What follows belongs to an exercise in optimizing a design on an open flow for small area; a production flow would make more cautious choices.
Function was checked by simulation only, so behaviour that the tests miss may differ from the original.
No activity file was given, so power comes from the tool's default toggle rates.

**design/flow/run.sh**
```bash
#!/bin/bash
# synth_recipe.tcl (not shown) runs the flow's synth.tcl, then flattens the netlist and writes it again
# the make line also repeats each setting of config.mk as NAME=value (left out here)
make -C /OpenROAD-flow-scripts/flow DESIGN_CONFIG=/design/flow/config.mk WORK_HOME=/design/flow/orfs CLKGATE_MAP_FILE= SYNTH_SCRIPT=/design/flow/synth_recipe.tcl finish
```
**design/flow/constraint.sdc**
```tcl
create_clock -name core_clock -period 25.0 [get_ports {clk}]
set_input_delay 5.0000 -clock core_clock [delete_from_list [all_inputs] [get_ports {clk}]]
set_output_delay 5.0000 -clock core_clock [all_outputs]
set_load 0.01 [all_outputs]
```
**design/flow/design.v**
```verilog
`timescale 1ns/100ps
module skull_bitmap
(
    input  logic [10:0] pixel_x,
    input  logic [10:0] pixel_y,
    output logic        skull_on
);
    logic       in_box;
    logic [5:0] fx;          
    logic [2:0] j;           
    logic [7:0] row_mask;    
    logic [3:0] row;
    assign in_box = (pixel_x >= 11'd280) && (pixel_x < 11'd360) &&
                    (pixel_y >= 11'd150) && (pixel_y < 11'd230);
    assign fx = pixel_x[6] ? pixel_x[5:0] : ~pixel_x[5:0];
    always_comb begin
        j = 3'd0;
        for (int i = 0; i < 40; i++) if (fx == 6'(i)) j = 3'(i / 5);
        row = 4'd0;
        for (int i = 0; i < 80; i++) if (pixel_y[6:0] == 7'((150 + i) % 128)) row = 4'(i / 5);
    end
    always_comb begin
        case (row)
            4'd0, 4'd15:                row_mask = 8'b0000_1111;
            4'd1, 4'd14:                row_mask = 8'b0011_0000;
            4'd2, 4'd13:                row_mask = 8'b0100_0000;
            4'd3:                       row_mask = 8'b1000_0000;
            4'd5, 4'd6, 4'd7:           row_mask = 8'b1110_0001;
            4'd9:                       row_mask = 8'b1111_1110;
            4'd12:                      row_mask = 8'b1010_1010;
            default:                    row_mask = 8'b1111_1111;
        endcase
    end
    assign skull_on = in_box && row_mask[j];
endmodule
`timescale 1ns/100ps
module letter_glyph
(
    input  logic [10:0] pixel_x,
    input  logic [10:0] pixel_y,
    output logic        letter_on
);
    localparam int OG  = 77;
    localparam int OA  = 132;
    localparam int OM  = 187;
    localparam int OE1 = 242;
    localparam int OO  = 352;
    localparam int OV  = 407;
    localparam int OE2 = 462;
    localparam int OR  = 517;
    logic [10:0] x;
    logic [6:0]  yl;
    logic        in_band;
    logic        bt, bb, bm, lo, sp, oi;
    logic [4:0]  m, v, r;
    logic [5:0]  tml, tmr, tvl, tvr, tr;
    logic        dm, dv, dr;
    function automatic logic xin(input logic [10:0] xx, input int a, input int b);
        xin = (xx >= 11'(a)) && (xx < 11'(b));
    endfunction
    assign x  = pixel_x;
    assign yl = 7'(pixel_y - 11'd280);
    assign in_band = (pixel_y >= 11'd280) && (pixel_y < 11'd350);
    assign bt = yl < 7'd9;
    assign bb = yl >= 7'd61;
    assign bm = (yl >= 7'd30) && (yl < 7'd40);
    assign lo = yl >= 7'd35;
    assign sp = (yl >= 7'd35) && (yl < 7'd44);
    assign oi = (yl >= 7'd9) && (yl < 7'd61);
    always_comb begin
        m = '0; v = '0; r = '0;
        for (int i = 0; i < 70; i++) begin
            if (yl == 7'(i)) begin
                m = 5'((i * 13) / 35);
                v = 5'((i * 18) / 70);
                r = 5'(i >= 35 ? ((i - 35) * 27) / 35 : 0);
            end
        end
    end
    assign tml = pixel_x[5:0] - 6'(m);
    assign tmr = pixel_x[5:0] + 6'(m);
    assign tvl = pixel_x[5:0] - 6'(v);
    assign tvr = pixel_x[5:0] + 6'(v);
    assign tr  = pixel_x[5:0] - 6'(r);
    assign dm = ((6'(tml - 6'((OM + 9) % 64))) < 6'd9) || ((6'(tmr - 6'((OM + 27) % 64))) < 6'd9);
    assign dv = ((6'(tvl - 6'(OV % 64))) < 6'd9) || ((6'(tvr - 6'((OV + 36) % 64))) < 6'd9);
    assign dr = (6'(tr - 6'((OR + 9) % 64))) < 6'd9;
    logic g_on, a_on, m_on, e_on, o_on, v_on, r_on;
    assign g_on = xin(x, OG, OG + 45) &&
                  (bt || bb || xin(x, OG, OG + 9) || (lo && xin(x, OG + 36, OG + 45)) ||
                   (sp && xin(x, OG + 22, OG + 45)));
    assign a_on = xin(x, OA, OA + 45) &&
                  (bt || bm || xin(x, OA, OA + 9) || xin(x, OA + 36, OA + 45));
    assign m_on = xin(x, OM, OM + 45) &&
                  (xin(x, OM, OM + 9) || xin(x, OM + 36, OM + 45) || (!lo && dm));
    assign e_on = (xin(x, OE1, OE1 + 45) || xin(x, OE2, OE2 + 45)) &&
                  (bt || bm || bb || xin(x, OE1, OE1 + 9) || xin(x, OE2, OE2 + 9));
    assign o_on = xin(x, OO, OO + 45) &&
                  (((bt || bb) && xin(x, OO + 9, OO + 36)) ||
                   (oi && (xin(x, OO, OO + 9) || xin(x, OO + 36, OO + 45))));
    assign v_on = xin(x, OV, OV + 45) && dv;
    assign r_on = xin(x, OR, OR + 45) &&
                  (bt || bm || xin(x, OR, OR + 9) || (!lo && xin(x, OR + 36, OR + 45)) || (lo && dr));
    assign letter_on = in_band && (g_on || a_on || m_on || e_on || o_on || v_on || r_on);
endmodule
`timescale 1ns/100ps
module game_over_screen
(
    input  logic        clk,
    input  logic        arst_n,
    input  logic        video_on,
    input  logic [10:0] pixel_x,
    input  logic [10:0] pixel_y,
    output logic [4:0]  vga_rgb
);
    logic skull_on;
    logic letter_on;
    logic red_q;             
    logic white_q;           
    logic red_o;             
    logic white_o;
    skull_bitmap u_skull (
        .pixel_x  (pixel_x),
        .pixel_y  (pixel_y),
        .skull_on (skull_on)
    );
    letter_glyph u_letter (
        .pixel_x   (pixel_x),
        .pixel_y   (pixel_y),
        .letter_on (letter_on)
    );
    always_ff @(posedge clk or negedge arst_n) begin
        if (!arst_n) begin
            red_q   <= 1'b0;
            white_q <= 1'b0;
            red_o   <= 1'b0;
            white_o <= 1'b0;
        end else begin
            red_q   <= video_on && (skull_on || letter_on);
            white_q <= video_on && skull_on;
            red_o   <= red_q;
            white_o <= white_q;
        end
    end
    assign vga_rgb = {red_o, red_o, white_o, white_o, white_o};
endmodule
```
**design/flow/config.mk**
```make
export PLATFORM = sky130hd
export DESIGN_NAME = game_over_screen
export DESIGN_NICKNAME = game_over_screen
export VERILOG_FILES = /design/flow/design.v
export SDC_FILE = /design/flow/constraint.sdc
export NUM_CORES = 4
export LEC_CHECK = 0
export ABC_AREA = 1
export CAP_MARGIN = 20
export CORE_MARGIN = 2
export CORE_UTILIZATION = 40
export SLEW_MARGIN = 20
```
==> Implementation_results.wiki <==
{| class="wikitable"
! Metric !! Value
|-
| Run status || complete, no violations
|-
| Endpoint with the worst hold slack || red_o$_DFF_PN0_
|-
| Count of boundary I/O pins || 30
|-
| Slew Limit Headroom || 0.518
|-
| Number of endpoints with negative hold slack in the final report || 0
|-
| Number of setup buffers added after CTS || 0
|-
| Critical path launch point type || input port
|-
| Worst reg2reg endpoint || white_o$_DFF_PN0_
|-
| Final critical-path required period || 10.13 ns
|-
| Largest net degree at the start of global routing || 16
|-
| Final Worst Setup Slack || between 10 and 15 ns
|-
| Total power per unit cell area || slightly below 30 mW/mm^2
|-
| Post-Syn Area per Cell || 5.38 sq um
|-
| Delay of the slowest critical-path stage || just over 0.8 ns
|-
| Nets || 920
|-
| Max-cap violation count || 0
|-
| Detail Route Antenna Nets || 0
|-
| Overall fraction of global-route tracks in use || 0.249
|-
| Post-CTS resize count || 0
|-
| Post-route DRC || 0
|-
| Slack of the worst reg-to-reg path || around 25 ns
|-
| Max Root-Sink Buffers || 2
|-
| Min-delay worst type || reg2reg
|-
| Share of layout cells above drive strength 1 || 0.0495
|-
| Chip height || 109 um
|-
| Fraction of registers with async set or reset after synthesis || 1.00
|-
| Type of destination of the critical path || register
|-
| Worst reg2reg startpoint || white_q$_DFF_PN0_
|-
| Number of cells in the finished layout apart from fillers || 969
|-
| Setup violations, final || 0
|-
| Startpoint of the worst hold path || red_q$_DFF_PN0_
|-
| Setup repair after global routing missed its margin || no
|-
| Final weighted congestion of routability-driven global placement || 0.992
|-
| First-pass GRT wire length || ~24000 um
|-
| Synthesized netlist net count || about 900
|-
| Kind of critical path || in2reg
|-
| Number of enable flip-flop cells after synthesis || 0
|-
| Top library cells by usage in the layout, fill and taps aside || 216 x nand2_1, 128 x inv_1, 127 x nor2_1
|-
| Count of hold-fix buffers inserted at cts || 0
|-
| Synth Warn # || 3
|-
| Placed cell count || just under 1k
|-
| Via density per instance || between 5 and 6
|-
| Post-DR wirelength/cell || 14.9 um
|-
| Post-synthesis register bit count || 4
|-
| Dpl hpwl || roughly 12000 um
|-
| Highest ir drop seen on vdd || ~16 uV
|-
| FF-to-FF path depth || 0
|-
| Worst slack at placement || 14.72 ns
|-
| Clock Pin Slew Worst Setup and Hold Paths || approximately 0.03 ns
|-
| Die Span X || about 110 um
|-
| Sequential area share after synthesis || 0.0229
|-
| Fmax || between 90 and 100 MHz
|-
| Crit path max fanout || 15
|-
| Number of global-route vias before repair || between 5k and 6k
|-
| Number of cells on the worst hold path || 0
|-
| Leakage power || approximately 2.6 nW
|-
| Most common cell on crit path || nand2_1
|-
| Number of levels the H-tree was split into || 1
|-
| Layout overhead on the synthesized area || 8.74%
|-
| Critical path data arrival time || between 10 and 15 ns
|-
| Area of the die || approximately 0.012 sq mm
|-
| Data required time at the worst endpoint || roughly 25 ns
|-
| Worst-margin pin slew || between 0.7 and 0.8 ns
|-
| DRT Wirelength || approximately 14000 um
|-
| Sinks on Clock Net || 4
|-
| Crit share post-route || 0.405
|-
| Floorplan row count || 38
|-
| Sum of overflow across all layers after global routing || 0
|-
| Inserted Clock Buffers || 3
|-
| Iteration count of the initial detailed-routing pass || 5
|-
| CTS root buf || clkbuf_8
|-
| Initial core utilization || 0.408
|-
| Worst Clk Skew || between 0.003 and 0.004 ns
|-
| Clock tree from TritonCTS || built
|-
| Core footprint || roughly 0.011 sq mm
|-
| Cell count after synthesis || between 800 and 900
|-
| Slew Limit Fails || 0
|-
| Diodes inserted || 0
|-
| Latest clock arrival within the worst-skew pair || roughly 0.21 ns
|-
| Number of antenna violations at the first check in global routing || 0
|-
| Total via count after detailed routing || between 5k and 6k
|-
| Critical Path Slowest Stage Cell || clkdlybuf4s50_1
|-
| Number of DRC markers in iteration 0 || about 350
|-
| Overall power || 0.000139 W
|-
| Most used flip-flop cell after synthesis || dfrtp_1
|-
| Most common cell after layout, fill and taps aside || nand2_1
|-
| Aggregate negative setup slack || 0 ns
|-
| Unique cell type count in the Yosys netlist || 47
|-
| Cell area after synthesis || about 0.0044 sq mm
|-
| Quantity of I/O buffers inserted on ports || 29
|}
[layer usage]
metal  share of wire  track usage  wire, um
met3           0.053       0.0120       764
met1            0.47        0.339      6740
met5               0            0         0
met2            0.45        0.422      6530
met4           0.031       0.0806       444
[Yosys cell counts (3+ instances only)]
cell type,n,area share
nor2_2,5,0.0071
buf_4,8,0.014
nor3b_1,3,0.0051
xor2_1,9,0.018
o211ai_1,3,0.0051
nand3_2,3,0.0069
dfrtp_1,4,0.023
or2_2,3,0.0043
ha_1,59,0.17
buf_2,6,0.0069
inv_2,14,0.012
xnor2_1,6,0.012
nor3_1,20,0.023
o2111ai_1,3,0.0060
fa_1,5,0.023
inv_1,128,0.11
a31oi_1,4,0.0057
nand4_1,23,0.033
nand2_2,6,0.0086
o21ai_1,4,0.0046
nor2_1,127,0.11
a21oi_1,27,0.031
nand3_1,57,0.065
nand2_1,216,0.19
buf_6,3,0.0077
nand3b_1,4,0.0069
nor4_1,5,0.0071
o21ai_0,35,0.040
[final cells by class]
cell class | instances | area [sq um]
multi-input combinational | 651 | 3620
inverter | 142 | 533
sequential | 4 | 100
tap | 140 | 175
fill | 1248 | 5980
timing repair buffer | 29 | 290
clock buffer | 3 | 41.3
[report_power, final]
group / internal, W / leakage, nW / switching, W
registers: 0.00000655 / 0.0559 / 0.0000000129
logic: 0.0000442 / 2.54 / 0.0000753
clock network: 0.0000102 / 0.0216 / 0.00000288
total: 0.0000610 / 2.62 / 0.0000782
[cells by family after synthesis]
family	Yosys count	share of synthesized area
compound gates	93	0.125
xor+xnor	17	0.0400
simple gates	477	0.471
buf+inv	159	0.150
flops	4	0.0229
fa+ha+maj	64	0.191
[registers in the layout (all words and copies together) (netlist names)]
register,count
white_q,1
red_o,1
white_o,1
red_q,1
[worst max-delay path: cells and delay by family]
kind,cells,cell delay [ns]
AND/OR/NAND/NOR,17,1.90
AO/OA/AOI/OAI,2,0.26
buffers and inverters,7,1.62
adder cells (fa/ha/maj),4,1.33
XOR/XNOR,1,0.16
[worst max-delay path by stage]
stage               start         endpoint  slack (ns)
4_1_cts        pixel_y[3]  red_q$_DFF_PN0_       14.94
2_1_floorplan  pixel_y[3]  red_q$_DFF_PN0_       16.56
5_1_grt        pixel_y[3]  red_q$_DFF_PN0_       14.39
3_3_place_gp   pixel_y[3]  red_q$_DFF_PN0_       14.94
6_report       pixel_y[3]  red_q$_DFF_PN0_       14.87
3_5_place_dp   pixel_y[3]  red_q$_DFF_PN0_       14.72
[metrics by stage]
stage | hold slack, ns | cell area [sq um] | util
floorplan | 0.331 | 4380 | -
global placement | 0.344 | 4720 | 0.439
detailed placement | 0.343 | 4720 | 0.439
CTS | 0.346 | 4760 | 0.443
global route | 0.358 | 4760 | 0.443
finish | 0.353 | 4760 | 0.443

-- re-timing with driven ports --
The results above use ideal ports. As a check the final layout listed here was re-extracted and re-timed, cells and wires unchanged.
Step 1 assumes that a clkbuf_16 drives the clock port and a buf_2 every other input.
Step 2 also shifts input and output timing later by t, the mid clock arrival at the registers, as if the neighbouring blocks saw the same clock.
Slacks: no drivers / after step 1 / after step 2; pairs: no drivers / after step 1.
shift t [ns]: 0.229
setup slack, ns: 14.867 / 14.863 / 14.634
hold WS [ns]: 0.353 / 0.353 / 0.353
After both steps setup and hold are still met in this run. The setup slack of this run moves by -0.004 ns with the drivers and by -0.233 ns with both steps.
